From an optimization exercise on the open Yosys and OpenROAD flow, aimed at small area, a short achievable clock period and few clock cycles; shortcuts taken in it are not production practice.
RTL that was checked went through simulation tests only; none was proved equivalent to the original.
Function not checked in runs 5 and 6: the RTL went through the layout flow alone.
Power and IR drop assume default switching activity.

===== flow/config.mk =====
export PLATFORM = sky130hd
export DESIGN_NAME = row_accum_top
export DESIGN_NICKNAME = row_accum_top
export VERILOG_FILES = /design/flow/design.v
export SDC_FILE = /design/flow/constraint.sdc
export NUM_CORES = 4
export LEC_CHECK = 0
export ABC_CLOCK_PERIOD_IN_PS = 3500
export CAP_MARGIN = 20
export CELL_PAD_IN_SITES_DETAIL_PLACEMENT = 1
export CELL_PAD_IN_SITES_GLOBAL_PLACEMENT = 2
export CORE_MARGIN = 2
export CORE_UTILIZATION = 30
export PLACE_DENSITY = 0.4
export SETUP_SLACK_MARGIN = 5
export SLEW_MARGIN = 20

===== flow/constraint.sdc =====
create_clock -name core_clock -period 10.0 [get_ports {clk}]
set_input_delay 2.0000 -clock core_clock [delete_from_list [all_inputs] [get_ports {clk}]]
set_output_delay 2.0000 -clock core_clock [all_outputs]
set_load 0.01 [all_outputs]

===== flow/design.v =====
package row_accum_pkg;
    localparam int VAL_W      = 32;
    localparam int ROW_W      = 16;
    localparam int COL_W      = 5;
    localparam int NBANK      = 4;
    localparam int BANK_DEPTH = 8;
    localparam int BANK_W     = 2;
    localparam int SLOT_W     = 3;
    localparam int NCOL       = NBANK * BANK_DEPTH;
    typedef logic [VAL_W-1:0]  val_t;
    typedef logic [ROW_W-1:0]  row_t;
    typedef logic [COL_W-1:0]  col_t;
    typedef logic [BANK_W-1:0] bank_t;
    typedef logic [SLOT_W-1:0] slot_t;
    typedef logic [BANK_DEPTH-1:0] bitmap_t;
    typedef enum logic [1:0] {
        FILL  = 2'd0,
        START = 2'd1,
        MERGE = 2'd2
    } fill_state_t;
endpackage
module row_accum_top (
    input  logic                 clk,
    input  logic                 rst_n,
    input  logic                 in_valid,
    output logic                 in_ready,
    input  row_accum_pkg::val_t  in_val,
    input  row_accum_pkg::row_t  in_row,
    input  row_accum_pkg::col_t  in_col,
    input  logic                 in_last,
    output logic                 out_valid,
    input  logic                 out_ready,
    output row_accum_pkg::val_t  out_val,
    output row_accum_pkg::col_t  out_col,
    output logic                 out_last,
    output logic                 row_done
);
    localparam int NCOL = row_accum_pkg::NCOL;
    localparam int VW   = row_accum_pkg::VAL_W;
    localparam int NQ   = 3;    
    localparam int NSD  = 3;    
    typedef logic [NCOL-1:0]     bmap_t;
    typedef row_accum_pkg::col_t col_t;
    typedef row_accum_pkg::val_t val_t;
    val_t mem [NCOL];
    logic                first_q;
    row_accum_pkg::row_t cur_row_q;
    logic                rdy_q;
    logic                acc;
    logic                in_new;    
    logic                in_chg;    
    assign in_ready = rdy_q;
    assign acc      = in_valid && rdy_q;
    assign in_new   = first_q || (in_row != cur_row_q);
    assign in_chg   = !first_q && (in_row != cur_row_q);
    always_ff @(posedge clk or negedge rst_n) begin
        if (!rst_n) begin
            first_q   <= 1'b1;
            cur_row_q <= '0;
        end else if (acc) begin
            first_q   <= in_last;
            cur_row_q <= in_row;
        end
    end
    logic   a_v, a_last, a_new, a_chg;
    col_t   a_col;
    val_t   a_val;
    logic   s_v, s_last, s_new, s_chg;
    col_t   s_col;
    val_t   s_val;
    logic   b_v, b_last;
    col_t   b_col;
    val_t   b_val, b_op, sum;
    bmap_t  bm_open;                  
    bmap_t  q [NQ];                   
    logic [2:0] qcnt;
    logic   qsp1_q, qsp2_q;           
    bmap_t  ml;                       
    logic [NSD-1:0] sd_v;
    col_t   sd_col [NSD];
    val_t   sd_val [NSD];
    logic [1:0] ecnt;
    col_t   e0_col, e1_col;
    logic   e0_last, e1_last;
    logic   e_load;
    bmap_t  dec_a, dec_e;
    val_t   rd_a, rd_e;
    always_comb begin
        dec_a = '0;
        dec_e = '0;
        dec_a[a_col]  = 1'b1;
        dec_e[e0_col] = 1'b1;
        rd_a = '0;
        rd_e = '0;
        for (int i = 0; i < NCOL; i++) begin
            rd_a = rd_a | (mem[i] & {VW{dec_a[i]}});
            rd_e = rd_e | (mem[i] & {VW{dec_e[i]}});
        end
    end
    logic           sd_has_a, sd_any_free, lock_a, move_a;
    logic [NSD-1:0] sd_alloc;
    bmap_t          b_bit, push_bits;
    logic           b_hit, fwd_a, closing_a, push_now, stall_a, adv_a, a_free;
    always_comb begin
        sd_has_a    = 1'b0;
        sd_any_free = 1'b0;
        sd_alloc    = '0;
        for (int k = 0; k < NSD; k++) begin
            if (sd_v[k] && (sd_col[k] == a_col)) sd_has_a = 1'b1;
            if (!sd_v[k] && !sd_any_free) sd_alloc[k] = 1'b1;
            if (!sd_v[k]) sd_any_free = 1'b1;
        end
    end
    always_comb begin
        b_bit = '0;
        if (b_v) b_bit[b_col] = 1'b1;
    end
    assign push_bits = bm_open | b_bit;
    assign b_hit     = b_v && (b_col == a_col);
    assign fwd_a     = !a_new && b_hit;
    assign closing_a = a_v && a_chg && qsp1_q;
    assign push_now  = closing_a || (b_v && b_last);
    assign lock_a    = ml[a_col] || (push_now && (bm_open[a_col] || b_hit));
    assign stall_a   = (lock_a && !(sd_any_free && !sd_has_a)) ||
                       (a_chg && !qsp1_q) ||
                       (a_last && (push_now ? !qsp2_q : !qsp1_q));
    assign adv_a     = a_v && !stall_a;
    assign a_free    = !a_v || adv_a;
    assign move_a    = adv_a && lock_a;
    always_ff @(posedge clk or negedge rst_n) begin
        if (!rst_n) begin
            a_v   <= 1'b0;
            s_v   <= 1'b0;
            rdy_q <= 1'b1;
        end else begin
            if (a_free) begin
                a_v   <= s_v || acc;
                s_v   <= s_v && acc;
                rdy_q <= !(s_v && acc);
            end else begin
                s_v   <= s_v || acc;
                rdy_q <= !(s_v || acc);
            end
        end
    end
    always_ff @(posedge clk) begin
        if (a_free) begin
            if (s_v) begin
                a_col <= s_col; a_val <= s_val; a_last <= s_last;
                a_new <= s_new; a_chg <= s_chg;
            end else begin
                a_col <= in_col; a_val <= in_val; a_last <= in_last;
                a_new <= in_new; a_chg <= in_chg;
            end
        end else if (closing_a) begin
            a_chg <= 1'b0;
        end
        if (a_free ? s_v : !s_v) begin
            s_col <= in_col; s_val <= in_val; s_last <= in_last;
            s_new <= in_new; s_chg <= in_chg;
        end
    end
    always_ff @(posedge clk or negedge rst_n) begin
        if (!rst_n) begin
            b_v <= 1'b0;
        end else begin
            b_v <= adv_a;
        end
    end
    always_ff @(posedge clk) begin
        b_col  <= a_col;
        b_val  <= a_val;
        b_last <= a_last;
        if (fwd_a) begin
            b_op <= sum;
        end else if (!a_new && bm_open[a_col]) begin
            b_op <= rd_a;
        end else begin
            b_op <= '0;
        end
    end
    assign sum = b_op + b_val;
    always_ff @(posedge clk) begin
        if (b_v) begin
            mem[b_col] <= sum;
        end
    end
    always_ff @(posedge clk or negedge rst_n) begin
        if (!rst_n) begin
            bm_open <= '0;
        end else if (push_now) begin
            bm_open <= '0;
        end else begin
            bm_open <= push_bits;
        end
    end
    bmap_t  q0_low, q0_rest;
    logic   pick, pop;
    col_t   q0_col;
    logic [2:0] qcnt_next;
    assign q0_low  = q[0] & (~q[0] + bmap_t'(1));
    assign q0_rest = q[0] & ~q0_low;
    always_comb begin
        q0_col = '0;
        for (int i = 0; i < NCOL; i++) begin
            if (q0_low[i]) q0_col = q0_col | col_t'(i);
        end
    end
    assign pick      = (qcnt != 3'd0) && (ecnt != 2'd2);
    assign pop       = pick && (q0_rest == '0);
    assign qcnt_next = qcnt + 3'(push_now) - 3'(pop);
    always_ff @(posedge clk or negedge rst_n) begin
        if (!rst_n) begin
            for (int i = 0; i < NQ; i++) q[i] <= '0;
            qcnt   <= '0;
            qsp1_q <= 1'b1;
            qsp2_q <= 1'b1;
        end else begin
            for (int i = 0; i < NQ; i++) begin
                if (pop) begin
                    if (push_now && (3'(i) == qcnt - 3'd1)) q[i] <= push_bits;
                    else if (i < NQ - 1) q[i] <= q[i+1];
                    else q[i] <= '0;
                end else begin
                    if (push_now && (3'(i) == qcnt)) q[i] <= push_bits;
                    else if (pick && i == 0) q[i] <= q0_rest;
                end
            end
            qcnt   <= qcnt_next;
            qsp1_q <= (qcnt_next < 3'(NQ));
            qsp2_q <= (qcnt_next < 3'(NQ - 1));
        end
    end
    assign e_load = (ecnt != 2'd0) && (!out_valid || out_ready);
    always_ff @(posedge clk or negedge rst_n) begin
        if (!rst_n) begin
            ecnt <= '0;
        end else begin
            ecnt <= ecnt + 2'(pick) - 2'(e_load);
        end
    end
    always_ff @(posedge clk) begin
        if (e_load ? (ecnt == 2'd2) : (pick && ecnt == 2'd0)) begin
            e0_col  <= (ecnt == 2'd2) ? e1_col : q0_col;
            e0_last <= (ecnt == 2'd2) ? e1_last : pop;
        end else if (e_load && pick) begin
            e0_col  <= q0_col;
            e0_last <= pop;
        end
        if (pick) begin
            e1_col  <= q0_col;
            e1_last <= pop;
        end
    end
    logic [NSD-1:0] sd_hit_e;
    logic           sd_any_hit_e;
    val_t           sd_val_e;
    always_comb begin
        sd_hit_e     = '0;
        sd_any_hit_e = 1'b0;
        sd_val_e     = '0;
        for (int k = 0; k < NSD; k++) begin
            if (sd_v[k] && (sd_col[k] == e0_col)) begin
                sd_hit_e[k]  = 1'b1;
                sd_any_hit_e = 1'b1;
                sd_val_e     = sd_val_e | sd_val[k];
            end
        end
    end
    always_ff @(posedge clk or negedge rst_n) begin
        if (!rst_n) begin
            out_valid <= 1'b0;
            row_done  <= 1'b0;
        end else begin
            if (e_load) out_valid <= 1'b1;
            else if (out_ready) out_valid <= 1'b0;
            row_done <= out_valid && out_ready && out_last;
        end
    end
    always_ff @(posedge clk) begin
        if (e_load) begin
            out_col  <= e0_col;
            out_val  <= sd_any_hit_e ? sd_val_e : rd_e;
            out_last <= e0_last;
        end
    end
    bmap_t ml_next;
    always_comb begin
        ml_next = ml;
        if (push_now) ml_next = ml_next | push_bits;
        if (e_load && !sd_any_hit_e) ml_next[e0_col] = 1'b0;
        if (move_a) ml_next[a_col] = 1'b0;
    end
    always_ff @(posedge clk or negedge rst_n) begin
        if (!rst_n) begin
            sd_v <= '0;
            ml   <= '0;
        end else begin
            for (int k = 0; k < NSD; k++) begin
                if (e_load && sd_hit_e[k]) sd_v[k] <= 1'b0;
                if (move_a && sd_alloc[k] && !(e_load && (e0_col == a_col)))
                    sd_v[k] <= 1'b1;
            end
            ml <= ml_next;
        end
    end
    always_ff @(posedge clk) begin
        for (int k = 0; k < NSD; k++) begin
            if (move_a && sd_alloc[k]) begin
                sd_col[k] <= a_col;
                sd_val[k] <= b_hit ? sum : rd_a;
            end
        end
    end
endmodule

===== flow/flow/run.sh =====
#!/bin/bash
set -euo pipefail
bash standard.sh SETUP_SLACK_MARGIN=6.0 finish > make_finish.log 2>&1

===== flow/standard.sh =====
#!/bin/bash
# synth_recipe.tcl (not shown) runs the flow's synth.tcl, then flattens the netlist and writes it again
# the make line also repeats each setting of config.mk as NAME=value (left out here)
make -C /OpenROAD-flow-scripts/flow DESIGN_CONFIG=/design/flow/config.mk WORK_HOME=/design/flow/orfs CLKGATE_MAP_FILE= SYNTH_SCRIPT=/design/flow/synth_recipe.tcl "${@:-finish}"

==> results of run 1 <==
sequential cells by signal, indices dropped and copies added, names as in the netlist, 2 cells and up:
name	count
s_val	32
mem	1024
e1_col	5
cur_row_q	16
sd_v	3
sd_val	96
b_op	32
ecnt	2
q	96
qcnt	3
a_col	5
out_col	5
b_col	5
a_val	32
ml	32
b_val	32
sd_col	15
out_val	32
s_col	5
bm_open	32
e0_col	5
what timing repair did:
item	CTS	global route
setup buffers	164	60
pin swaps	58	38
endpoints found under the setup margin	852	331
cloned	16	7
gates resized for setup	278	115
worst max path at each step:
| stage | endpoint | cells after the start | slack [ps] |
|---|---|---|---|
| final | b_op[2]$_DFF_P_ | 14 | 5810 |
| after detailed placement | b_op[2]$_DFF_P_ | 12 | 3820 |
| after CTS | sd_val[2][28]$_DFFE_PP_ | 17 | 5920 |
| after floorplan | sd_val[0][30]$_DFFE_PP_ | 15 | 6010 |
| after global placement | b_op[0]$_DFF_P_ | 13 | 3460 |
| after global routing | sd_val[0][22]$_DFFE_PP_ | 14 | 5980 |
layer usage:
layer  routed length (microns)  global-route usage [%]
met1                    181000                    51.1
met2                    189000                    54.8
met3                     52700                    11.6
met4                     30200                    21.6
met5                       162                       0
per-stage QoR:
stage               instances  instance area [sq um]  total power, mW
floorplan                5203                  68100             16.6
finish                   8822                  85300             35.1
global route             8794                  85300             35.6
detailed placement       8191                  74800             25.1
global placement         8184                  74700             25.0
CTS                      8710                  84000             33.8
placed cells by master (no fill, tap or decap), types with 105 or more instances in the layout:
cell / Yosys / final
buf_4: 2 / 362
a221oi_1: 153 / 147
a22oi_1: 488 / 485
a222oi_1: 105 / 105
a21oi_1: 206 / 162
a22o_1: 146 / 146
o21ai_0: 180 / 174
edfxtp_1: 1265 / 1265
dfrtp_1: 189 / 186
nor2_1: 308 / 238
nand3_1: 116 / 108
nand2_1: 384 / 371
nand4_1: 119 / 119
clkbuf_16: 0 / 192
critical path: cells and delay by family, from the launching register on:
kind | cells | cell delay (ps)
flip-flops | 1 | 420
XOR/XNOR | 1 | 310
buffers and inverters | 6 | 1320
adder cells (fa/ha/maj) | 1 | 190
AND/OR/NAND/NOR | 3 | 360
AO/OA/AOI/OAI | 3 | 1290
layout make-up:
class	instances	area, sq um
Antenna cell	44	110
Clock buffer	256	5110
Clock inverter	83	1010
Fill cell	23200	140000
Inverter	55	233
Multi-Input combinational cell	3240	24400
Sequential cell	1528	44200
Tap cell	2992	3740
Timing Repair Buffer	618	6490
Timing Repair inverter	6	40.0
power breakdown:
group	switching, mW	internal [mW]	leakage, nW
clock	2.98	3.99	2.95
combinational	12.9	5.48	11.1
sequential	0.614	9.15	14.5
logic make-up after synthesis:
logic type | Yosys count
buf+inv | 437
compound gates | 1697
mux | 139
xor+xnor | 101
flops | 1528
fa+ha+maj | 53
simple gates | 1248
==> metrics.cfg, run 1 <==
[floorplanning]
core_sq_um = 225000
start_util_pct = 30.2
die_w_microns = 480
core.rowCount = 174
dieArea_sq_um = 231000
die_h_microns = 480
pin_count = 99

[global_routing]
grt_usage_pct = 38.2
grt-ovfl-total = 0
grt_max_degree = 68
grt_pass1_wl_microns = 581000
grt_pass1_vias = 56800
antenna_found_initial = 52

[worst_setup_path]
required_ps = 10680
path_class = flip-flop to flip-flop
reg2reg_depth = 14
path_cells = buf_12 > inv_2 > ha_4 > buf_12 > xnor2_4 > buf_6 > nand2_4 > buf_12 > a21oi_2 > buf_4 > a22oi_1 > nand2_1 > nor4_2 > o22ai_2
slowest_delay_ps = 580
critPathLaunch = a_col[1]$_DFFE_PN_
r2r-start = a_col[1]$_DFFE_PN_
reg2reg_to = b_op[2]$_DFF_P_
startpoint_type = flip-flop
r2r_setup_slack_ps = 5810
timing.critical_path.mode_cell = buf_12
end_kind = flip-flop
slowest_stage = o22ai_2
crit_path_max_fanout = 14
arrival_ps = 4870

[detailed_routing]
drt-total-wl_microns = 453000
ant_nets = 0
drtIter0Drc = 10100
vias = 59300
via_per_inst = 6.73
routedWlPerCell_microns = 51.3
first_pass_iters = 10
drc = 0

[timing]
finalSetupTns_ps = 0
post-route-period-util_pct = 41.9
final.setup.worst_slack_ps = 5810
whs_ps = 338
max_freq_mhz = 239
fin_crit_ps = 4190
tightest_slew_ps = 1290
rsz0062_at_grt = yes
setup_violations = 0
hold_viol_final = 0
skew_ps = 64.4
drv_slew = 0
maxSlewHeadroom_pct = 13.9

[cts]
cts.path.max_buffers = 3
holdBufCountCts = 0
cts_tree = done
clockRootBuffer = clkbuf_16
cts.sinks = 1528
cts.htree.levels = 4
clkTransAtPathRegs_ps = 60
worst_skew_pair.late_latency_ps = 880
cts_buffers = 181

[power]
irDropWorstVdd_v = 0.000272
power_density_nw_per_um2 = 411
p_leak_nw = 28.5

[run]
max_cap_violations = 0

[logic_synthesis]
ys_seq_area_share_pct = 65.0
synth.avg_cell_area_sq_um = 13.1
synth_area_leader_cell = edfxtp_1
synth_area_sq_um = 68000
synth_most_common_cell = edfxtp_1
ys_ff_latch = 1528
synth_top_area_share_pct = 55.8
synth_common_cells = edfxtp_1, a22oi_1, nand2_1
postSynthCellCount = 5203
yosys-mux-area-fraction_pct = 2.50
synthTopCellsByArea = edfxtp_1, dfrtp_1, a22oi_1
yosysUniqueCellTypes = 95
synthXorXnorAreaFrac_pct = 1.30
async_flop_share_pct = 12.6
synth_edf_count = 1265
synthAdderAreaFrac_pct = 0.979
synth_top_family_by_area = compound AO/OA/AOI/OAI gates
synthSimpleGateAreaFrac_pct = 9.10
synth-compound-area-share_pct = 18.5
synth-warning-count = 4
synth_nets = 5309
synth-main-ff-cell = edfxtp_1

[hold_path]
min_to = b_val[16]$_DFF_P_
hold_path.class = flip-flop to flip-flop
whs_path_depth = 0
hold_start = a_val[16]$_DFFE_PN_

[placement]
pre_cts_slack_ps = 3820
gp_congestion = 0.907
dp_hpwl_microns = 268000
io_buffer_count = 98

[final_layout]
syn_to_final_growth_pct = 25.4
postLayoutCoreUtil_pct = 37.9
drive_above_1_share_pct = 21.4
nets = 5736

[run_status]
status = no timing/DRC/antenna violations

Testbench counts, summed over its fixed seeds: cycles 12,303.
==> run 2: changes to the inputs <==
==> flow/run.sh (new file) <==
#!/bin/bash
# synth_recipe.tcl (not shown) runs the flow's synth.tcl, then flattens the netlist and writes it again
# the make line also repeats each setting of config.mk as NAME=value (left out here)
make -C /OpenROAD-flow-scripts/flow DESIGN_CONFIG=/design/flow/config.mk WORK_HOME=/design/flow/orfs CLKGATE_MAP_FILE= SYNTH_SCRIPT=/design/flow/synth_recipe.tcl finish
removed: flow/flow/run.sh
removed: flow/standard.sh
==> metrics.cfg, run 2 <==
[logic_synthesis]
synth_most_common_cell = edfxtp_1  ; unchanged
synth_edf_count = 1265  ; unchanged
synth_area_sq_um = 68000  ; unchanged
synth_top_area_share_pct = 55.8  ; unchanged
synth-warning-count = 4  ; unchanged
ys_seq_area_share_pct = 65.0  ; unchanged
async_flop_share_pct = 12.6  ; unchanged
synthTopCellsByArea = edfxtp_1, dfrtp_1, a22oi_1  ; unchanged
synth_area_leader_cell = edfxtp_1  ; unchanged
postSynthCellCount = 5203  ; unchanged
synth_common_cells = edfxtp_1, a22oi_1, nand2_1  ; unchanged
synth-main-ff-cell = edfxtp_1  ; unchanged
yosysUniqueCellTypes = 95  ; unchanged
ys_ff_latch = 1528  ; unchanged
synth_nets = 5309  ; unchanged
synth.avg_cell_area_sq_um = 13.1  ; unchanged

[cts]
cts.htree.levels = 4  ; unchanged
cts_tree = done  ; unchanged
worst_skew_pair.late_latency_ps = 870  ; was 880 ps
cts.sinks = 1528  ; unchanged
holdBufCountCts = 0  ; unchanged
clockRootBuffer = clkbuf_16  ; unchanged
cts.path.max_buffers = 3  ; unchanged
cts_buffers = 182  ; was 181
clkTransAtPathRegs_ps = 60  ; about the same

[detailed_routing]
routedWlPerCell_microns = 50.0  ; was 51.3 microns
first_pass_iters = 7  ; was 10
via_per_inst = 6.63  ; was 6.73
vias = 56800  ; was 59300
ant_nets = 0  ; unchanged
drtIter0Drc = 9113  ; was 10100
drc = 0  ; unchanged
drt-total-wl_microns = 429000  ; was 453000 microns

[timing]
drv_slew = 0  ; unchanged
maxSlewHeadroom_pct = 14.6  ; was 13.9%
final.setup.worst_slack_ps = 4870  ; was 5810 ps
skew_ps = 42.7  ; was 64.4 ps
tightest_slew_ps = 1280  ; was 1290 ps
fin_crit_ps = 5130  ; was 4190 ps
rsz0062_at_grt = no  ; was yes
finalSetupTns_ps = 0  ; unchanged
setup_violations = 0  ; unchanged
hold_viol_final = 0  ; unchanged
max_freq_mhz = 195  ; was 239 MHz
post-route-period-util_pct = 51.3  ; was 41.9%

[placement]
gp_congestion = 0.911  ; was 0.907
dpl_cell_area_sq_um = 74800  ; about the same
pre_cts_slack_ps = 4220  ; was 3820 ps
dp_hpwl_microns = 271000  ; was 268000 microns
io_buffer_count = 98  ; unchanged

[worst_setup_path]
crit_path_max_fanout = 25  ; was 14
path_class = flip-flop to flip-flop  ; unchanged
arrival_ps = 5730  ; was 4870 ps
end_kind = flip-flop  ; unchanged
startpoint_type = flip-flop  ; unchanged
required_ps = 10590  ; was 10680 ps
r2r_setup_slack_ps = 4870  ; was 5810 ps

[floorplanning]
die_w_microns = 480  ; unchanged
core.rowCount = 174  ; unchanged
dieArea_sq_um = 231000  ; unchanged
core_sq_um = 225000  ; unchanged
pin_count = 99  ; unchanged
start_util_pct = 30.2  ; unchanged
die_h_microns = 480  ; unchanged

[global_routing]
grt_pass1_vias = 55500  ; was 56800
grt-ovfl-total = 0  ; unchanged
antenna_found_initial = 50  ; was 52
grt_usage_pct = 36.4  ; was 38.2%
grt_max_degree = 80  ; was 68
grt_pass1_wl_microns = 558000  ; was 581000 microns

[final_layout]
syn_to_final_growth_pct = 19.9  ; was 25.4%
drive_above_1_share_pct = 16.7  ; was 21.4%
largest_reg_flops = 1024  ; unchanged
layout_common_cells = edfxtp_1, a22oi_1, nand2_1  ; unchanged
fin_area_sq_um = 81500  ; was 85300 sq um
nets = 5520  ; was 5736
layout_commonest_cell = edfxtp_1  ; unchanged
regMostFlops = mem  ; unchanged
postLayoutCoreUtil_pct = 36.2  ; was 37.9%
reg_top3 = mem: 1024 flops, q: 96 flops, sd_val: 96 flops  ; unchanged

[run_status]
status = no timing/DRC/antenna violations  ; unchanged

[power]
power_density_nw_per_um2 = 397  ; was 411 nW/um^2
p_leak_nw = 26.9  ; was 28.5 nW
irDropWorstVdd_v = 0.000292  ; was 0.000272 V
finalPower_mw = 32.3  ; was 35.1 mW

[run]
max_cap_violations = 0  ; unchanged

[hold_path]
hold_path.class = flip-flop to flip-flop  ; unchanged

-- run 2: cell type report --
class | instances | area, sq um
diodes | 13 | 32.5
clock buffers | 244 | 5000
clock inverters | 97 | 1210
fillers | 23400 | 144000
inverters | 55 | 214
multi-input cells | 3240 | 23600
flip-flops and latches | 1528 | 44200
well taps | 2992 | 3740
repair buffers | 406 | 3470
repair inverters | 1 | 7.51
-- run 2: kinds of logic after synthesis --
family / after synthesis / synth area share (%)
AO/OA/AOI/OAI: 1697 / 18.5
XOR/XNOR: 101 / 1.30
adder cells (fa/ha/maj): 53 / 0.979
buffers and inverters: 437 / 2.57
flip-flops: 1528 / 65.0
multiplexers: 139 / 2.50
AND/OR/NAND/NOR: 1248 / 9.10
-- run 2: worst max-delay path, cell delays in order (launching register included) --
cell       delay [ps]
edfxtp_1          760
inv_1             180
ha_1              360
xnor2_2           170
buf_4             600
nand2_1           600
nor2_4            750
buf_6             530
a22oi_1           140
nand4_1           140
a2bb2oi_1         500
-- run 2: timing repair --
action | 4_1_cts | 5_1_grt
gates cloned | 2 | 1
resized for setup | 27 | 12
setup endpoints to repair | 269 | 139
pin swaps | 4 | 3
buffers inserted | 23 | 11
-- run 2: final timing paths --
| check | from | endpoint | cells after the start |
|---|---|---|---|
| worst max-delay path | e0_col[1]$_DFFE_PP_ | out_val[5]$_DFFE_PP_ | 10 |
| worst min-delay path | a_val[5]$_DFFE_PN_ | b_val[5]$_DFF_P_ | 0 |
| worst max register to register | e0_col[1]$_DFFE_PP_ | out_val[5]$_DFFE_PP_ | 10 |
| worst min register to register | a_val[5]$_DFFE_PN_ | b_val[5]$_DFF_P_ | 0 |
| max in group asynchronous | rst_n | s_v$_DFF_PN0_ | 2 |
| min in group asynchronous | rst_n | q[1][19]$_DFFE_PN0P_ | 1 |
-- run 2: per-stage QoR --
step / std cells / hold WS [ps]
finish: 8576 / 335
floorplan: 5203 / 323
CTS: 8551 / 340
detailed placement: 8185 / 328
global route: 8564 / 349
global placement: 8179 / 326
-- run 2: where the power goes --
group | total [mW] | switching [mW] | internal, mW
combinational | 15.4 | 11.5 | 3.96
sequential | 9.81 | 0.649 | 9.16
clock | 7.09 | 2.93 | 4.16
total | 32.3 | 15.1 | 17.3
-- run 2: per-layer routing --
| layer | vias up | track usage (%) | share of wire [%] |
|---|---|---|---|
| met5 | - | 0 | 0.028 |
| met4 | 18 | 18.5 | 6.3 |
| met3 | 1027 | 7.72 | 9.2 |
| met2 | 3758 | 56.4 | 44 |
| met1 | 30400 | 48.0 | 40 |
| li1 | 21600 | - | - |
==> run 3: changes to the inputs <==
--- a/flow/config.mk
+++ b/flow/config.mk
@@ -5,12 +5,10 @@
 export SDC_FILE = /design/flow/constraint.sdc
 export NUM_CORES = 4
 export LEC_CHECK = 0
-export ABC_CLOCK_PERIOD_IN_PS = 3500
 export CAP_MARGIN = 20
 export CELL_PAD_IN_SITES_DETAIL_PLACEMENT = 1
 export CELL_PAD_IN_SITES_GLOBAL_PLACEMENT = 2
 export CORE_MARGIN = 2
 export CORE_UTILIZATION = 30
 export PLACE_DENSITY = 0.4
-export SETUP_SLACK_MARGIN = 5
 export SLEW_MARGIN = 20
==> metrics.cfg, run 3 <==
[cts]
cts_resized = 0  ; was 27
cts_setup_buffers = 0  ; was 23
cts_tree = done  ; unchanged
holdBufCountCts = 0  ; unchanged
clkTransAtPathRegs_ps = 60  ; about the same
cts_buffers = 184  ; was 182
cts.sinks = 1528  ; unchanged
cts.path.max_buffers = 3  ; unchanged
clockRootBuffer = clkbuf_16  ; unchanged
cts.htree.levels = 4  ; unchanged
worst_skew_pair.late_latency_ps = 870  ; about the same

[floorplanning]
start_util_pct = 30.2  ; unchanged
die_h_microns = 480  ; unchanged
dieArea_sq_um = 231000  ; unchanged
core.rowCount = 174  ; unchanged
core_sq_um = 225000  ; unchanged
die_w_microns = 480  ; unchanged
pin_count = 99  ; unchanged

[detailed_routing]
drt-total-wl_microns = 431000  ; was 429000 microns
vias = 57100  ; was 56800
via_per_inst = 6.69  ; was 6.63
drtIter0Drc = 9784  ; was 9113
drc = 0  ; unchanged
ant_nets = 0  ; unchanged
routedWlPerCell_microns = 50.5  ; was 50.0 microns
first_pass_iters = 9  ; was 7

[final_layout]
fin_area_sq_um = 81000  ; was 81500 sq um
nets = 5472  ; was 5520
layout_commonest_cell = edfxtp_1  ; unchanged
syn_to_final_growth_pct = 19.1  ; was 19.9%
drive_above_1_share_pct = 15.9  ; was 16.7%
largest_reg_flops = 1024  ; unchanged
regMostFlops = mem  ; unchanged
layout_common_cells = edfxtp_1, a22oi_1, nand2_1  ; unchanged
reg_top3 = mem: 1024 flops, q: 96 flops, sd_val: 96 flops  ; unchanged

[timing]
max_freq_mhz = 163  ; was 195 MHz
skew_ps = 45.6  ; was 42.7 ps
tightest_slew_ps = 1300  ; was 1280 ps
fin_crit_ps = 6120  ; was 5130 ps
rsz0062_at_grt = no  ; unchanged
post-route-period-util_pct = 61.2  ; was 51.3%
setup_violations = 0  ; unchanged
hold_viol_final = 0  ; unchanged
maxSlewHeadroom_pct = 12.9  ; was 14.6%
finalSetupTns_ps = 0  ; unchanged
drv_slew = 0  ; unchanged

[placement]
gp_congestion = 0.885  ; was 0.911
dpl_cell_area_sq_um = 74600  ; was 74800 sq um
io_buffer_count = 98  ; unchanged
dp_hpwl_microns = 265000  ; was 271000 microns

[worst_setup_path]
startpoint_type = flip-flop  ; unchanged
slowest_delay_ps = 710  ; was 760 ps
slowest_stage = buf_4  ; was edfxtp_1
timing.critical_path.mode_cell = buf_4
path_class = flip-flop to flip-flop  ; unchanged
path_cells = buf_4 > inv_1 > ha_1 > xnor2_2 > buf_4 > buf_4 > nor2_4 > buf_4 > a222oi_1 > o22ai_1 > a211oi_1 > o221ai_1 > or3_1 > mux2_2  ; was inv_1 > ha_1 > xnor2_2 > buf_4 > nand2_1 > nor2_4 > buf_6 > a22oi_1 > nand4_1 > a2bb2oi_1
crit_path_max_fanout = 34  ; was 25
arrival_ps = 6720  ; was 5730 ps
required_ps = 10600  ; was 10590 ps
end_kind = flip-flop  ; unchanged

[run_status]
status = no timing/DRC/antenna violations  ; unchanged

[logic_synthesis]
synth_edf_count = 1265  ; unchanged
synth_top_area_share_pct = 55.8  ; unchanged
async_flop_share_pct = 12.6  ; unchanged
synth_area_sq_um = 68000  ; unchanged
ys_ff_latch = 1528  ; unchanged
synth.avg_cell_area_sq_um = 13.1  ; unchanged
synthTopCellsByArea = edfxtp_1, dfrtp_1, a22oi_1  ; unchanged
synth_nets = 5309  ; unchanged
ys_seq_area_share_pct = 65.0  ; unchanged
synth-warning-count = 4  ; unchanged
synth_common_cells = edfxtp_1, a22oi_1, nand2_1  ; unchanged
yosysUniqueCellTypes = 95  ; unchanged
postSynthCellCount = 5203  ; unchanged
synth_most_common_cell = edfxtp_1  ; unchanged
synth-main-ff-cell = edfxtp_1  ; unchanged
synth_area_leader_cell = edfxtp_1  ; unchanged

[hold_path]
hold_path.class = flip-flop to flip-flop  ; unchanged

[global_routing]
grt_pass1_vias = 55200  ; was 55500
grt_usage_pct = 36.6  ; was 36.4%
grt-ovfl-total = 0  ; unchanged
antenna_found_initial = 51  ; was 50
grt_pass1_wl_microns = 560000  ; was 558000 microns
grt_max_degree = 98  ; was 80

[power]
irDropWorstVdd_v = 0.000358  ; was 0.000292 V
power_density_nw_per_um2 = 398  ; was 397 nW/um^2
p_leak_nw = 26.6  ; was 26.9 nW

[run]
max_cap_violations = 0  ; unchanged

## run 3: path summary, 6_finish.rpt
kind	from	end	slack (ps)	cells after the start
min reg2reg	a_val[15]$_DFFE_PN_	b_val[15]$_DFF_P_	340	0
min in group asynchronous	rst_n	q[1][15]$_DFFE_PN0P_	1200	1
max reg2reg	a_col[1]$_DFFE_PN_	sd_val[0][21]$_DFFE_PP_	3880	14
max in group asynchronous	rst_n	s_v$_DFF_PN0_	7350	2
max	a_col[1]$_DFFE_PN_	sd_val[0][21]$_DFFE_PP_	3880	14
min	a_val[15]$_DFFE_PN_	b_val[15]$_DFF_P_	340	0
## run 3: cells by family after synthesis
logic type | share of synthesized area, %
compound gates | 18.5
xor+xnor | 1.30
fa+ha+maj | 0.979
buf+inv | 2.57
flops | 65.0
mux | 2.50
simple gates | 9.10
## run 3: cell type report
cell class | count | area, sq um
Inverter | 55 | 206
Clock buffer | 240 | 5040
Fill cell | 23400 | 144000
Clock inverter | 109 | 1270
Antenna cell | 16 | 40.0
Multi-Input combinational cell | 3238 | 23500
Sequential cell | 1528 | 44200
Tap cell | 2992 | 3740
Timing Repair Buffer | 359 | 3020
## run 3: stage by stage
| stage | utilization, % | cells | setup WS, ps | hold slack (ps) | power, mW |
|---|---|---|---|---|---|
| 6_report | 36.0 | 8537 | 3880 | 339 | 32.2 |
| 5_1_grt | 36.0 | 8523 | 3990 | 349 | 32.8 |
| 4_1_cts | 35.9 | 8518 | 4120 | 342 | 31.8 |
| 3_5_place_dp | 33.1 | 8169 | 4170 | 330 | 24.7 |
| 3_3_place_gp | 33.1 | 8167 | 4120 | 331 | 24.7 |
| 2_1_floorplan | - | 5203 | 3360 | 323 | 16.6 |
## run 3: per-layer routing
layer  global-route usage (%)  share of wire (%)
met5                        0              0.027
met1                     49.4                 41
met4                     17.7                5.7
met3                     7.42                9.5
met2                     55.9                 44
## run 3: power breakdown
group,switching (mW),internal (mW)
clock,3.03,4.10
sequential,0.620,9.17
combinational,11.4,3.86
## run 3: worst max-delay path, delay by kind of cell, from the launching register on
| family | cells | cell delay [ps] |
|---|---|---|
| multiplexers | 1 | 310 |
| AO/OA/AOI/OAI | 4 | 1290 |
| AND/OR/NAND/NOR | 2 | 750 |
| buffers and inverters | 5 | 2290 |
| flip-flops | 1 | 330 |
| adder cells (fa/ha/maj) | 1 | 440 |
| XOR/XNOR | 1 | 210 |
==> run 4: changes to the inputs <==
==> flow/flow/run.sh (new file) <==
#!/bin/bash
set -euo pipefail
bash standard.sh SETUP_SLACK_MARGIN=6.7 finish > make_finish.log 2>&1
==> flow/standard.sh (new file) <==
#!/bin/bash
# synth_recipe.tcl (not shown) runs the flow's synth.tcl, then flattens the netlist and writes it again
# the make line also repeats each setting of config.mk as NAME=value (left out here)
make -C /OpenROAD-flow-scripts/flow DESIGN_CONFIG=/design/flow/config.mk WORK_HOME=/design/flow/orfs CLKGATE_MAP_FILE= SYNTH_SCRIPT=/design/flow/synth_recipe.tcl "${@:-finish}"
--- a/flow/config.mk
+++ b/flow/config.mk
@@ -5,10 +5,12 @@
 export SDC_FILE = /design/flow/constraint.sdc
 export NUM_CORES = 4
 export LEC_CHECK = 0
+export ABC_CLOCK_PERIOD_IN_PS = 3500
 export CAP_MARGIN = 20
 export CELL_PAD_IN_SITES_DETAIL_PLACEMENT = 1
 export CELL_PAD_IN_SITES_GLOBAL_PLACEMENT = 2
 export CORE_MARGIN = 2
 export CORE_UTILIZATION = 30
 export PLACE_DENSITY = 0.4
+export SETUP_SLACK_MARGIN = 5
 export SLEW_MARGIN = 20
removed: flow/run.sh
==> metrics.cfg, run 4 <==
[timing]
setup_violations = 0  ; unchanged
final.setup.worst_slack_ps = 6180  ; was 3880 ps
post-route-period-util_pct = 38.2  ; was 61.2%
drv_slew = 0  ; unchanged
maxSlewHeadroom_pct = 10.8  ; was 12.9%
max_freq_mhz = 262  ; was 163 MHz
fin_crit_ps = 3820  ; was 6120 ps
rsz0062_at_grt = yes  ; was no
hold_viol_final = 0  ; unchanged
finalSetupTns_ps = 0  ; unchanged
tightest_slew_ps = 1340  ; was 1300 ps
skew_ps = 40.2  ; was 45.6 ps

[logic_synthesis]
async_flop_share_pct = 12.6  ; unchanged
yosysUniqueCellTypes = 95  ; unchanged
synth_nets = 5309  ; unchanged
synth-main-ff-cell = edfxtp_1  ; unchanged
synth_area_sq_um = 68000  ; unchanged
synth_top_area_share_pct = 55.8  ; unchanged
synth_edf_count = 1265  ; unchanged
synthTopCellsByArea = edfxtp_1, dfrtp_1, a22oi_1  ; unchanged
synth_area_leader_cell = edfxtp_1  ; unchanged
synth-warning-count = 4  ; unchanged
postSynthCellCount = 5203  ; unchanged
ys_ff_latch = 1528  ; unchanged
ys_seq_area_share_pct = 65.0  ; unchanged
synth.avg_cell_area_sq_um = 13.1  ; unchanged
synth_common_cells = edfxtp_1, a22oi_1, nand2_1  ; unchanged
synth_most_common_cell = edfxtp_1  ; unchanged

[final_layout]
drive_above_1_share_pct = 37.9  ; was 15.9%
regMostFlops = mem  ; unchanged
nets = 6470  ; was 5472
layout_commonest_cell = edfxtp_1  ; unchanged
layout_common_cells = edfxtp_1, buf_4, a22oi_1  ; was edfxtp_1, a22oi_1, nand2_1
syn_to_final_growth_pct = 46.0  ; was 19.1%
reg_top3 = mem: 1024 flops, q: 96 flops, sd_val: 96 flops  ; unchanged
largest_reg_flops = 1024  ; unchanged

[global_routing]
antenna_found_initial = 50  ; was 51
grt-ovfl-total = 0  ; unchanged
grt_max_degree = 133  ; was 98
grt_pass1_wl_microns = 617000  ; was 560000 microns
grt_pass1_vias = 60200  ; was 55200
grt_usage_pct = 40.8  ; was 36.6%

[worst_setup_path]
reg2reg_depth = 16  ; was 14
critPathLaunch = a_col[0]$_DFFE_PN_  ; was a_col[1]$_DFFE_PN_
required_ps = 10620  ; was 10600 ps
path_class = flip-flop to flip-flop  ; unchanged
arrival_ps = 4450  ; was 6720 ps
r2r-start = a_col[0]$_DFFE_PN_  ; was a_col[1]$_DFFE_PN_
startpoint_type = flip-flop  ; unchanged
reg2reg_to = sd_val[0][25]$_DFFE_PP_  ; was sd_val[0][21]$_DFFE_PP_
end_kind = flip-flop  ; unchanged
crit_path_max_fanout = 4  ; was 34
r2r_setup_slack_ps = 6180  ; was 3880 ps

[cts]
clockRootBuffer = clkbuf_16  ; unchanged
cts_tree = done  ; unchanged
worst_skew_pair.late_latency_ps = 880  ; was 870 ps
clkTransAtPathRegs_ps = 60  ; about the same
cts.path.max_buffers = 3  ; unchanged
cts.htree.levels = 4  ; unchanged
cts_buffers = 184  ; unchanged
cts.sinks = 1528  ; unchanged
holdBufCountCts = 0  ; unchanged

[floorplanning]
dieArea_sq_um = 231000  ; unchanged
die_w_microns = 480  ; unchanged
die_h_microns = 480  ; unchanged
pin_count = 99  ; unchanged
core.rowCount = 174  ; unchanged
start_util_pct = 30.2  ; unchanged
core_sq_um = 225000  ; unchanged

[detailed_routing]
routedWlPerCell_microns = 52.6  ; was 50.5 microns
first_pass_iters = 7  ; was 9
via_per_inst = 6.87  ; was 6.69
drtIter0Drc = 12100  ; was 9784
ant_nets = 0  ; unchanged
drt-total-wl_microns = 502000  ; was 431000 microns
drc = 0  ; unchanged
vias = 65600  ; was 57100

[placement]
dp_hpwl_microns = 265000  ; about the same
gp_congestion = 0.892  ; was 0.885
io_buffer_count = 98  ; unchanged
pre_cts_slack_ps = 4570  ; was 4170 ps

[hold_path]
hold_start = a_val[19]$_DFFE_PN_  ; was a_val[15]$_DFFE_PN_
min_to = b_val[19]$_DFF_P_  ; was b_val[15]$_DFF_P_
whs_path_depth = 0  ; unchanged
hold_path.class = flip-flop to flip-flop  ; unchanged

[run]
max_cap_violations = 0  ; unchanged

[power]
irDropWorstVdd_v = 0.000239  ; was 0.000358 V
finalPower_mw = 42.4  ; was 32.2 mW
p_leak_nw = 34.7  ; was 26.6 nW
power_density_nw_per_um2 = 427  ; was 398 nW/um^2

[run_status]
status = no timing/DRC/antenna violations  ; unchanged

[run 4: routing by layer]
layer  vias to the layer above  global-route usage, %  wire length, microns
li1                      23600                      -                     -
met3                      1720                   14.7                 68900
met5                         -                      0                   723
met1                     34400                   54.3                195000
met2                      5835                   55.3                194000
met4                        40                   26.6                 43100
[run 4: what timing repair did]
action / CTS / global route
endpoints found under the setup margin: 1720 / 1071
resized for setup: 1286 / 518
cloned: 72 / 34
setup buffers: 614 / 267
pin swaps: 308 / 295
[run 4: worst max path at each step]
stage / endpoint / slack (ps) / cells after the start
after floorplan: s_chg$_DFFE_PP_ / 6260 / 8
after global placement: b_op[0]$_DFF_P_ / 4060 / 12
after detailed placement: b_op[0]$_DFF_P_ / 4570 / 12
after CTS: b_op[31]$_DFF_P_ / 6260 / 13
after global routing: sd_val[2][28]$_DFFE_PP_ / 6160 / 20
final: sd_val[0][25]$_DFFE_PP_ / 6180 / 16
[run 4: area by class of cell]
type / instances / area (sq um)
Fill cell: 22500 / 126000
Clock inverter: 94 / 851
Multi-Input combinational cell: 3243 / 27600
Antenna cell: 35 / 87.6
Sequential cell: 1528 / 44300
Timing Repair inverter: 9 / 62.6
Tap cell: 2992 / 3740
Inverter: 55 / 264
Timing Repair Buffer: 1343 / 17300
Clock buffer: 249 / 5080
[run 4: kinds of logic after synthesis]
logic type,Yosys count,share of synthesized area [%]
flip-flops,1528,65.0
buffers and inverters,437,2.57
adder cells (fa/ha/maj),53,0.979
XOR/XNOR,101,1.30
multiplexers,139,2.50
AO/OA/AOI/OAI,1697,18.5
AND/OR/NAND/NOR,1248,9.10
[run 4: power breakdown]
part	switching (mW)	total, mW	internal, mW
combinational	15.7	25.7	10.0
sequential	0.732	9.88	9.15
clock	2.99	6.82	3.83
[run 4: worst max-delay path, cell delays in order, from the launching register on]
cell and delay [ps]:
edfxtp_1 380, buf_6 150, buf_12 130, buf_16 130
buf_12 130, ha_4 180, buf_12 150, buf_16 130
clkinvlp_4 130, buf_4 140, buf_12 110, buf_16 130
o21ai_0 100, a222oi_1 540, o211ai_1 210, or4_4 520
mux2_4 300
[run 4: stage by stage]
| step | area, sq um | hold WS [ps] | cells | util [%] |
|---|---|---|---|---|
| 5_1_grt | 99200 | 346 | 9519 | 44.1 |
| 2_1_floorplan | 68900 | 323 | 5203 | - |
| 6_report | 99300 | 339 | 9548 | 44.1 |
| 3_5_place_dp | 75100 | 328 | 8182 | 33.4 |
| 3_3_place_gp | 75000 | 326 | 8177 | 33.3 |
| 4_1_cts | 93400 | 341 | 9211 | 41.5 |
==> run 5: changes to the inputs <==
--- a/flow/design.v
+++ b/flow/design.v
@@ -64,6 +64,7 @@
     end
     logic   a_v, a_last, a_new, a_chg;
     col_t   a_col;
+    bmap_t  a_oh;                     
     val_t   a_val;
     logic   s_v, s_last, s_new, s_chg;
     col_t   s_col;
@@ -81,15 +82,23 @@
     val_t   sd_val [NSD];
     logic [1:0] ecnt;
     col_t   e0_col, e1_col;
+    bmap_t  e0_oh;                    
     logic   e0_last, e1_last;
     logic   e_load;
     bmap_t  dec_a, dec_e;
     val_t   rd_a, rd_e;
+    bmap_t  dec_in, dec_s, dec_e1;
+    always_comb begin
+        dec_in = '0;
+        dec_s  = '0;
+        dec_e1 = '0;
+        dec_in[in_col] = 1'b1;
+        dec_s[s_col]   = 1'b1;
+        dec_e1[e1_col] = 1'b1;
+    end
+    assign dec_a = a_oh;
+    assign dec_e = e0_oh;
     always_comb begin
-        dec_a = '0;
-        dec_e = '0;
-        dec_a[a_col]  = 1'b1;
-        dec_e[e0_col] = 1'b1;
         rd_a = '0;
         rd_e = '0;
         for (int i = 0; i < NCOL; i++) begin
@@ -120,7 +129,7 @@
     assign fwd_a     = !a_new && b_hit;
     assign closing_a = a_v && a_chg && qsp1_q;
     assign push_now  = closing_a || (b_v && b_last);
-    assign lock_a    = ml[a_col] || (push_now && (bm_open[a_col] || b_hit));
+    assign lock_a    = (|(ml & a_oh)) || (push_now && ((|(bm_open & a_oh)) || b_hit));
     assign stall_a   = (lock_a && !(sd_any_free && !sd_has_a)) ||
                        (a_chg && !qsp1_q) ||
                        (a_last && (push_now ? !qsp2_q : !qsp1_q));
@@ -146,10 +155,10 @@
     always_ff @(posedge clk) begin
         if (a_free) begin
             if (s_v) begin
-                a_col <= s_col; a_val <= s_val; a_last <= s_last;
+                a_col <= s_col; a_oh <= dec_s; a_val <= s_val; a_last <= s_last;
                 a_new <= s_new; a_chg <= s_chg;
             end else begin
-                a_col <= in_col; a_val <= in_val; a_last <= in_last;
+                a_col <= in_col; a_oh <= dec_in; a_val <= in_val; a_last <= in_last;
                 a_new <= in_new; a_chg <= in_chg;
             end
         end else if (closing_a) begin
@@ -173,7 +182,7 @@
         b_last <= a_last;
         if (fwd_a) begin
             b_op <= sum;
-        end else if (!a_new && bm_open[a_col]) begin
+        end else if (!a_new && (|(bm_open & a_oh))) begin
             b_op <= rd_a;
         end else begin
             b_op <= '0;
@@ -242,9 +251,11 @@
     always_ff @(posedge clk) begin
         if (e_load ? (ecnt == 2'd2) : (pick && ecnt == 2'd0)) begin
             e0_col  <= (ecnt == 2'd2) ? e1_col : q0_col;
+            e0_oh   <= (ecnt == 2'd2) ? dec_e1 : q0_low;
             e0_last <= (ecnt == 2'd2) ? e1_last : pop;
         end else if (e_load && pick) begin
             e0_col  <= q0_col;
+            e0_oh   <= q0_low;
             e0_last <= pop;
         end
         if (pick) begin
==> flow/flow/run.sh (replaced) <==
#!/bin/bash
set -euo pipefail
bash standard.sh SETUP_SLACK_MARGIN=6.3 finish > make_finish.log 2>&1
==> metrics.cfg, run 5 <==
[global_routing]
grt_max_degree = 142  ; was 133
grt_usage_pct = 32.3  ; was 40.8%
antenna_found_initial = 15  ; was 50
grt_pass1_vias = 54500  ; was 60200
grt.met1_usage_pct = 43.4  ; was 54.3%
grt-ovfl-total = 0  ; unchanged
busiest_layer = met2  ; unchanged
met3_usage_pct = 5.16  ; was 14.7%
grt_use_met2_pct = 50.2  ; was 55.3%
grt_pass1_wl_microns = 506000  ; was 617000 microns

[final_layout]
largest_reg_flops = 1024  ; unchanged
nets = 5474  ; was 6470
fin_area_sq_um = 83200  ; was 99300 sq um
layout_commonest_cell = edfxtp_1  ; unchanged
regMostFlops = mem  ; unchanged
layout_common_cells = edfxtp_1, a22oi_1, nor2_1  ; was edfxtp_1, buf_4, a22oi_1
reg_top3 = mem: 1024 flops, q: 96 flops, sd_val: 96 flops  ; unchanged
syn_to_final_growth_pct = 21.2  ; was 46.0%
postLayoutCoreUtil_pct = 36.6  ; was 44.1%
drive_above_1_share_pct = 17.1  ; was 37.9%

[detailed_routing]
first_pass_iters = 7  ; unchanged
drtIter0Drc = 7015  ; was 12100
drc = 0  ; unchanged
drt-total-wl_microns = 387000  ; was 502000 microns
vias = 54500  ; was 65600
routedWlPerCell_microns = 45.3  ; was 52.6 microns
ant_nets = 0  ; unchanged
via_per_inst = 6.38  ; was 6.87

[worst_setup_path]
path_class = flip-flop to flip-flop  ; unchanged
reg2reg_to = qsp1_q$_DFF_PN1_  ; was sd_val[0][25]$_DFFE_PP_
slowest_delay_ps = 590  ; was 540 ps
path_buf_inv = 3  ; was 10
r2r-start = q[0][14]$_DFFE_PN0P_  ; was a_col[0]$_DFFE_PN_
crit_path_max_fanout = 4  ; unchanged
path_delay_family = simple AND/OR/NAND/NOR gates  ; was buffers and inverters
end_kind = flip-flop  ; unchanged
slowest_stage = or4_4  ; was a222oi_1
r2r_setup_slack_ps = 5970  ; was 6180 ps
arrival_ps = 4790  ; was 4450 ps
reg2reg_depth = 15  ; was 16
required_ps = 10760  ; was 10620 ps
startpoint_type = flip-flop  ; unchanged
path_cells = or4_4 > or3_4 > or4_4 > o21ai_4 > o31ai_4 > nor4bb_4 > buf_6 > ha_4 > inv_4 > ha_4 > inv_2 > fa_2 > xnor2_2 > xnor2_2 > a21oi_1  ; was buf_6 > buf_12 > buf_16 > buf_12 > ha_4 > buf_12 > buf_16 > clkinvlp_4 > buf_4 > buf_12 > buf_16 > o21ai_0 > a222oi_1 > o211ai_1 > or4_4 > mux2_4

[floorplanning]
dieArea_sq_um = 233000  ; was 231000 sq um
die_w_microns = 482  ; was 480 microns
start_util_pct = 30.2  ; about the same
core.rowCount = 175  ; was 174
die_h_microns = 482  ; was 480 microns
pin_count = 99  ; unchanged
core_sq_um = 227000  ; was 225000 sq um

[logic_synthesis]
async_flop_share_pct = 12.1  ; was 12.6%
synth_top_area_share_pct = 58.1  ; was 55.8%
postSynthCellCount = 5090  ; was 5203
yosysUniqueCellTypes = 77  ; was 95
synth-main-ff-cell = edfxtp_1  ; unchanged
synth_edf_count = 1329  ; was 1265
ys_seq_area_share_pct = 67.2  ; was 65.0%
synthTopCellsByArea = edfxtp_1, a22oi_1, dfrtp_1  ; was edfxtp_1, dfrtp_1, a22oi_1
synth_nets = 5203  ; was 5309
synth_area_leader_cell = edfxtp_1  ; unchanged
ys_ff_latch = 1592  ; was 1528
synth.avg_cell_area_sq_um = 13.5  ; was 13.1 sq um
synth-warning-count = 4  ; unchanged
synth_common_cells = edfxtp_1, a22oi_1, nor2_1  ; was edfxtp_1, a22oi_1, nand2_1
synth_area_sq_um = 68700  ; was 68000 sq um
synth_most_common_cell = edfxtp_1  ; unchanged

[cts]
cts.sinks = 1592  ; was 1528
clockRootBuffer = clkbuf_16  ; unchanged
cts_tree = done  ; unchanged
holdBufCountCts = 0  ; unchanged
cts_buffers = 189  ; was 184
cts.htree.levels = 4  ; unchanged
worst_skew_pair.late_latency_ps = 860  ; was 880 ps
cts.path.max_buffers = 3  ; unchanged
clkTransAtPathRegs_ps = 60  ; about the same

[timing]
rsz0062_at_grt = yes  ; unchanged
setup_violations = 0  ; unchanged
hold_viol_final = 0  ; unchanged
post-route-period-util_pct = 40.3  ; was 38.2%
final.setup.worst_slack_ps = 5970  ; was 6180 ps
tightest_slew_ps = 1270  ; was 1340 ps
maxSlewHeadroom_pct = 15.6  ; was 10.8%
skew_ps = 33.9  ; was 40.2 ps
drv_slew = 0  ; unchanged
max_freq_mhz = 248  ; was 262 MHz
fin_crit_ps = 4030  ; was 3820 ps
finalSetupTns_ps = 0  ; unchanged

[power]
p_leak_nw = 27.5  ; was 34.7 nW
power_density_nw_per_um2 = 353  ; was 427 nW/um^2
finalPower_mw = 29.4  ; was 42.4 mW
irDropWorstVdd_v = 0.000253  ; was 0.000239 V

[hold_path]
min_to = b_val[20]$_DFF_P_  ; was b_val[19]$_DFF_P_
whs_path_depth = 0  ; unchanged
hold_path.class = flip-flop to flip-flop  ; unchanged
hold_start = a_val[20]$_DFFE_PN_  ; was a_val[19]$_DFFE_PN_

[run]
max_cap_violations = 0  ; unchanged

[placement]
dpl_cell_area_sq_um = 74700  ; was 75100 sq um
io_buffer_count = 98  ; unchanged
gp_congestion = 0.833  ; was 0.892
dp_hpwl_microns = 223000  ; was 265000 microns
pre_cts_slack_ps = 5000  ; was 4570 ps

[run_status]
status = no timing/DRC/antenna violations  ; unchanged

## run 5: metrics by stage
stage | hold WS, ps | instances
detailed placement | 329 | 8056
global route | 339 | 8523
floorplan | 323 | 5090
finish | 337 | 8529
global placement | 326 | 8051
CTS | 338 | 8468
## run 5: where the power goes
part | total [mW] | switching [mW] | internal (mW)
sequential | 9.95 | 0.851 | 9.10
clock | 6.95 | 2.94 | 4.01
combinational | 12.5 | 9.33 | 3.15
total | 29.4 | 13.1 | 16.3
## run 5: routing by layer
metal	vias up	part of all wire, %
met2	3046	45
met5	-	0
met4	0	6.6
li1	21300	-
met1	29300	41
met3	809	7.4
## run 5: kinds of logic (layout without fill, tap and decap cells)
kind of cell,after synthesis,in the layout,synth area share [%]
compound gates,1664,1664,18.0
xor+xnor,101,103,1.29
fa+ha+maj,60,60,1.10
buf+inv,449,866,2.55
flops,1592,1592,67.2
mux,139,139,2.16
other cells,0,9,0
simple gates,1085,1087,7.69
## run 5: repair_timing
item	CTS	global route
pin swaps	26	37
resized for setup	157	139
buffers inserted	56	39
endpoints found under the setup margin	834	605
cloned	15	11
## run 5: worst max-delay path by stage
stage / startpoint / end / slack (ps) / depth (start not counted)
2_1_floorplan: q[0][12]$_DFFE_PN0P_ / qsp1_q$_DFF_PN1_ / 6170 / 16
3_3_place_gp: q[0][1]$_DFFE_PN0P_ / q[2][8]$_DFFE_PN0P_ / 5100 / 10
3_5_place_dp: q[0][1]$_DFFE_PN0P_ / q[2][11]$_DFFE_PN0P_ / 5000 / 9
4_1_cts: q[0][14]$_DFFE_PN0P_ / qsp1_q$_DFF_PN1_ / 5890 / 14
5_1_grt: q[0][14]$_DFFE_PN0P_ / qsp2_q$_DFF_PN1_ / 5830 / 17
6_report: q[0][14]$_DFFE_PN0P_ / qsp1_q$_DFF_PN1_ / 5970 / 15
## run 5: layout make-up
class,instances,area (sq um)
diodes,9,22.5
clock buffers,253,5240
clock inverters,88,796
fillers,23300,144000
inverters,67,258
multi-input cells,3053,22300
flip-flops and latches,1592,46200
well taps,3009,3760
repair buffers,458,4670
==> run 6: changes to the inputs <==
--- a/flow/design.v
+++ b/flow/design.v
@@ -71,10 +71,11 @@
     val_t   s_val;
     logic   b_v, b_last;
     col_t   b_col;
+    bmap_t  b_oh;                     
     val_t   b_val, b_op, sum;
     bmap_t  bm_open;                  
     bmap_t  q [NQ];                   
-    logic [2:0] qcnt;
+    logic [NQ-1:0] qv;                
     logic   qsp1_q, qsp2_q;           
     bmap_t  ml;                       
     logic [NSD-1:0] sd_v;
@@ -121,8 +122,7 @@
         end
     end
     always_comb begin
-        b_bit = '0;
-        if (b_v) b_bit[b_col] = 1'b1;
+        b_bit = b_v ? b_oh : '0;
     end
     assign push_bits = bm_open | b_bit;
     assign b_hit     = b_v && (b_col == a_col);
@@ -178,6 +178,7 @@
     end
     always_ff @(posedge clk) begin
         b_col  <= a_col;
+        b_oh   <= a_oh;
         b_val  <= a_val;
         b_last <= a_last;
         if (fwd_a) begin
@@ -190,8 +191,8 @@
     end
     assign sum = b_op + b_val;
     always_ff @(posedge clk) begin
-        if (b_v) begin
-            mem[b_col] <= sum;
+        for (int i = 0; i < NCOL; i++) begin
+            if (b_bit[i]) mem[i] <= sum;
         end
     end
     always_ff @(posedge clk or negedge rst_n) begin
@@ -203,43 +204,63 @@
             bm_open <= push_bits;
         end
     end
-    bmap_t  q0_low, q0_rest;
-    logic   pick, pop;
+    bmap_t  q0_low, q0_rest, q0_below;
+    logic   q0_multi, pick, pop;
     col_t   q0_col;
-    logic [2:0] qcnt_next;
-    assign q0_low  = q[0] & (~q[0] + bmap_t'(1));
-    assign q0_rest = q[0] & ~q0_low;
+    bmap_t  pf [6];
+    always_comb begin
+        pf[0] = q[0];
+        for (int k = 1; k < 6; k++) begin
+            for (int i = 0; i < NCOL; i++) begin
+                pf[k][i] = pf[k-1][i] | ((i >= (1 << (k - 1))) ? pf[k-1][(i >= (1 << (k - 1))) ? i - (1 << (k - 1)) : 0] : 1'b0);
+            end
+        end
+        q0_below = {pf[5][NCOL-2:0], 1'b0};
+    end
+    assign q0_low   = q[0] & ~q0_below;
+    assign q0_rest  = q[0] & q0_below;
+    assign q0_multi = |q0_rest;
     always_comb begin
         q0_col = '0;
         for (int i = 0; i < NCOL; i++) begin
             if (q0_low[i]) q0_col = q0_col | col_t'(i);
         end
     end
-    assign pick      = (qcnt != 3'd0) && (ecnt != 2'd2);
-    assign pop       = pick && (q0_rest == '0);
-    assign qcnt_next = qcnt + 3'(push_now) - 3'(pop);
+    assign pick = qv[0] && (ecnt != 2'd2);
+    assign pop  = pick && !q0_multi;
+    bmap_t         qs [NQ];
+    logic [NQ-1:0] qvs;
+    logic          pushed;
+    always_comb begin
+        for (int i = 0; i < NQ; i++) begin
+            if (pop) begin
+                qs[i]  = (i < NQ - 1) ? q[(i < NQ - 1) ? i + 1 : i] : '0;
+                qvs[i] = (i < NQ - 1) ? qv[(i < NQ - 1) ? i + 1 : i] : 1'b0;
+            end else begin
+                qs[i]  = (pick && i == 0) ? q0_rest : q[i];
+                qvs[i] = qv[i];
+            end
+        end
+        pushed = 1'b0;
+        for (int i = 0; i < NQ; i++) begin
+            if (push_now && !pushed && !qvs[i]) begin
+                qs[i]  = push_bits;
+                qvs[i] = 1'b1;
+                pushed = 1'b1;
+            end
+        end
+    end
     always_ff @(posedge clk or negedge rst_n) begin
         if (!rst_n) begin
             for (int i = 0; i < NQ; i++) q[i] <= '0;
-            qcnt   <= '0;
-            qsp1_q <= 1'b1;
-            qsp2_q <= 1'b1;
+            qv <= '0;
         end else begin
-            for (int i = 0; i < NQ; i++) begin
-                if (pop) begin
-                    if (push_now && (3'(i) == qcnt - 3'd1)) q[i] <= push_bits;
-                    else if (i < NQ - 1) q[i] <= q[i+1];
-                    else q[i] <= '0;
-                end else begin
-                    if (push_now && (3'(i) == qcnt)) q[i] <= push_bits;
-                    else if (pick && i == 0) q[i] <= q0_rest;
-                end
-            end
-            qcnt   <= qcnt_next;
-            qsp1_q <= (qcnt_next < 3'(NQ));
-            qsp2_q <= (qcnt_next < 3'(NQ - 1));
+            for (int i = 0; i < NQ; i++) q[i] <= qs[i];
+            qv <= qvs;
         end
     end
+    assign qsp1_q = !qv[NQ-1];
+    assign qsp2_q = !qv[NQ-2];
     assign e_load = (ecnt != 2'd0) && (!out_valid || out_ready);
     always_ff @(posedge clk or negedge rst_n) begin
         if (!rst_n) begin
==> flow/flow/run.sh (replaced) <==
#!/bin/bash
set -euo pipefail
bash standard.sh SETUP_SLACK_MARGIN=6.4 finish > make_finish.log 2>&1
==> metrics.cfg, run 6 <==
[timing]
post-route-period-util_pct = 38.1  ; was 40.3%
final.setup.worst_slack_ps = 6190  ; was 5970 ps
rsz0062_at_grt = yes  ; unchanged
tightest_slew_ps = 1210  ; was 1270 ps
maxSlewHeadroom_pct = 18.8  ; was 15.6%
setup_violations = 0  ; unchanged
fin_crit_ps = 3810  ; was 4030 ps
skew_ps = 45.9  ; was 33.9 ps
max_freq_mhz = 263  ; was 248 MHz
hold_viol_final = 0  ; unchanged
drv_slew = 0  ; unchanged
finalSetupTns_ps = 0  ; unchanged

[logic_synthesis]
synth.avg_cell_area_sq_um = 14.2  ; was 13.5 sq um
ys_ff_latch = 1622  ; was 1592
synthTopCellsByArea = edfxtp_1, a22oi_1, dfrtp_1  ; unchanged
synth_most_common_cell = edfxtp_1  ; unchanged
yosysUniqueCellTypes = 82  ; was 77
postSynthCellCount = 4777  ; was 5090
synth-main-ff-cell = edfxtp_1  ; unchanged
synth_area_leader_cell = edfxtp_1  ; unchanged
synth_common_cells = edfxtp_1, a22oi_1, nor2_1  ; unchanged
synth-warning-count = 7  ; was 4
synth_nets = 4883  ; was 5203
ys_seq_area_share_pct = 68.8  ; was 67.2%
synth_top_area_share_pct = 58.7  ; was 58.1%
async_flop_share_pct = 11.8  ; was 12.1%
synth_edf_count = 1329  ; unchanged
synth_area_sq_um = 68000  ; was 68700 sq um

[floorplanning]
die_h_microns = 480  ; was 482 microns
die_w_microns = 480  ; was 482 microns
start_util_pct = 30.2  ; about the same
core.rowCount = 174  ; was 175
pin_count = 99  ; unchanged
core_sq_um = 225000  ; was 227000 sq um
dieArea_sq_um = 230000  ; was 233000 sq um

[power]
finalPower_mw = 33.6  ; was 29.4 mW
irDropWorstVdd_v = 0.000208  ; was 0.000253 V
power_density_nw_per_um2 = 408  ; was 353 nW/um^2
internal-power_mw = 18.4  ; was 16.3 mW
pwr-share-clk_pct = 21.7  ; was 23.7%
switchingPower_mw = 15.3  ; was 13.1 mW
seqPwrFrac_pct = 33.2  ; was 33.9%
p_comb_share_pct = 45.1  ; was 42.5%
switching_share_pct = 45.4  ; was 44.7%
p_leak_nw = 28.0  ; was 27.5 nW

[final_layout]
stdcell_count = 8247  ; was 8529
postLayoutCoreUtil_pct = 36.6  ; about the same
drive_above_1_share_pct = 18.5  ; was 17.1%
layout_commonest_cell = edfxtp_1  ; unchanged
syn_to_final_growth_pct = 21.4  ; was 21.2%
nets = 5190  ; was 5474
regMostFlops = mem  ; unchanged
largest_reg_flops = 1024  ; unchanged
layout_common_cells = edfxtp_1, a22oi_1, nor2_1  ; unchanged
reg_top3 = mem: 1024 flops, q: 96 flops, sd_val: 96 flops  ; unchanged

[cts]
cts.sinks = 1622  ; was 1592
clockRootBuffer = clkbuf_16  ; unchanged
cts.path.max_buffers = 3  ; unchanged
cts_buffers = 195  ; was 189
cts_tree = done  ; unchanged
holdBufCountCts = 0  ; unchanged
clkTransAtPathRegs_ps = 60  ; about the same
cts.htree.levels = 4  ; unchanged
worst_skew_pair.late_latency_ps = 860  ; about the same

[hold_path]
hold_path.class = flip-flop to flip-flop  ; unchanged

[global_routing]
antenna_found_initial = 19  ; was 15
grt_max_degree = 93  ; was 142
grt_pass1_vias = 52100  ; was 54500
grt_pass1_wl_microns = 507000  ; was 506000 microns
grt-ovfl-total = 0  ; unchanged
grt_usage_pct = 32.8  ; was 32.3%

[worst_setup_path]
path_buf_inv = 1  ; was 3
path_delay_family = simple AND/OR/NAND/NOR gates  ; unchanged
path_cells = buf_4 > a221oi_1 > nand4_1 > nor3_2 > mux2i_1  ; was or4_4 > or3_4 > or4_4 > o21ai_4 > o31ai_4 > nor4bb_4 > buf_6 > ha_4 > inv_4 > ha_4 > inv_2 > fa_2 > xnor2_2 > xnor2_2 > a21oi_1
crit_path_max_fanout = 24  ; was 4
startpoint_type = flip-flop  ; unchanged
path_class = flip-flop to flip-flop  ; unchanged
slowest_stage = nor3_2  ; was or4_4
arrival_ps = 4290  ; was 4790 ps
slowest_delay_ps = 970  ; was 590 ps
required_ps = 10490  ; was 10760 ps
end_kind = flip-flop  ; unchanged

[run_status]
status = no timing/DRC/antenna violations  ; unchanged

[detailed_routing]
first_pass_iters = 7  ; unchanged
drc = 0  ; unchanged
highest_layer = met5  ; was met4
ant_nets = 0  ; unchanged
routedWlPerCell_microns = 46.9  ; was 45.3 microns
drt-total-wl_microns = 387000  ; about the same
vias = 52200  ; was 54500
met2WireLength_microns = 175000  ; was 172000 microns
drtIter0Drc = 7429  ; was 7015
wl_met1_microns = 160000  ; about the same
wl_met3_microns = 28100  ; was 28800 microns
via_per_inst = 6.33  ; was 6.38

[placement]
io_buffer_count = 98  ; unchanged
place_inst = 7758  ; was 8056
dp_hpwl_microns = 224000  ; was 223000 microns
gp_congestion = 0.833  ; about the same
pre_cts_slack_ps = 4780  ; was 5000 ps

[run]
max_cap_violations = 0  ; unchanged

-- run 6: cell types whose count changed in the layout (fill, tap and decap cells not counted), moves of 22 or more --
cell | before | now
a21oi_1 | 156 | 78
nor2_4 | 37 | 5
a21oi_2 | 8 | 32
o22ai_1 | 67 | 20
o211ai_1 | 43 | 3
inv_1 | 61 | 39
dfxtp_1 | 70 | 101
nor2_1 | 323 | 286
mux2i_1 | 65 | 97
nand3_1 | 126 | 101
and2_4 | 1 | 37
o21ai_0 | 83 | 42
nand2_1 | 160 | 135
-- run 6: worst paths after layout --
| check | endpoint | depth (start not counted) | startpoint | slack (ps) |
|---|---|---|---|---|
| min in group asynchronous | row_done$_DFF_PN0_ | 1 | rst_n | 1190 |
| max in group asynchronous | s_v$_DFF_PN0_ | 2 | rst_n | 7210 |
| hold / removal | b_val[9]$_DFF_P_ | 0 | a_val[9]$_DFFE_PN_ | 330 |
| setup / recovery | out_val[19]$_DFFE_PP_ | 5 | e0_oh[9]$_DFFE_PP_ | 6190 |
| hold reg to reg | b_val[9]$_DFF_P_ | 0 | a_val[9]$_DFFE_PN_ | 330 |
| setup reg to reg | out_val[19]$_DFFE_PP_ | 5 | e0_oh[9]$_DFFE_PP_ | 6190 |
-- run 6: cell type report --
type                    instances  area, sq um
repair inverters                2         15.0
flip-flops and latches       1622        46800
multi-input cells            2778        21100
well taps                    2992         3740
fillers                     23000       143000
inverters                      42          169
repair buffers                443         4320
clock inverters                81          856
diodes                          5         12.5
clock buffers                 282         5570
-- run 6: per-stage QoR --
step | hold WS [ps] | cell area (sq um)
5_1_grt | 341 | 82500
3_3_place_gp | 326 | 73600
4_1_cts | 330 | 81900
3_5_place_dp | 328 | 73600
2_1_floorplan | 323 | 68100
6_report | 330 | 82500
-- run 6: kinds of logic (layout without fill, tap and decap cells) --
family | Yosys count | in the layout | share of synthesized area [%]
xor gates and xnor gates | 101 | 102 | 1.30
and+or+nand+nor | 969 | 973 | 7.17
buffers and inverters | 382 | 850 | 2.24
DFF | 1622 | 1622 | 68.8
adders and majority gates | 49 | 49 | 0.909
other | 0 | 5 | 0
AOI/OAI and AO/OA | 1490 | 1490 | 17.1
muxes | 164 | 164 | 2.53
-- run 6: repair_timing --
action | 4_1_cts | 5_1_grt
endpoints found under the hold margin | 0 | 0
setup endpoints to repair | 811 | 402
buffers inserted | 79 | 20
pin swaps | 40 | 21
resized for setup | 232 | 84
cloned | 17 | 5
-- run 6: metal layers --
layer / track usage, % / vias up
met3: 5.03 / 757
li1: - / 20200
met5: 0 / -
met4: 16.6 / 4
met2: 51.5 / 2885
met1: 44.1 / 28300
-- run 6: power by group through the flow --
| stage | clock network, mW | registers, mW | logic, mW |
|---|---|---|---|
| floorplan | 0 | 10.8 | 6.28 |
| global placement | 0 | 11.4 | 13.5 |
| detailed placement | 0 | 11.4 | 13.4 |
| CTS | 7.39 | 11.2 | 14.5 |
| global route | 7.64 | 11.3 | 15.4 |
| finish | 7.29 | 11.2 | 15.2 |

## separate check: timing with driven ports
In the flow no input, the clock included, has a driving cell. The finished layouts below were timed again as built, in two steps.
Step 1, drivers: a clkbuf_16 drives clk and a buf_2 each remaining input, both assumed.
Step 2, shift: input delay + t, output delay - t, t = (earliest + latest rising clock arrival at the registers) / 2. This alone moves slack from input paths to output paths.
Three values: ideal, step 1, step 2; two values: the first two.
| run | shift t [ns] | setup slack, ns |
|---|---|---|
| run 1 | 0.946 | 5.812 / 5.812 / 5.273 |
| run 2 | 0.954 | 4.865 / 4.865 / 4.865 |
| run 3 | 0.941 | 3.880 / 3.880 / 3.880 |
| run 4 | 0.964 | 6.176 / 6.162 / 5.874 |
| run 5 | 0.936 | 5.970 / 5.970 / 5.621 |
| run 6 | 0.924 | 6.194 / 6.194 / 5.719 |
After both steps setup and hold are still met in every run listed.
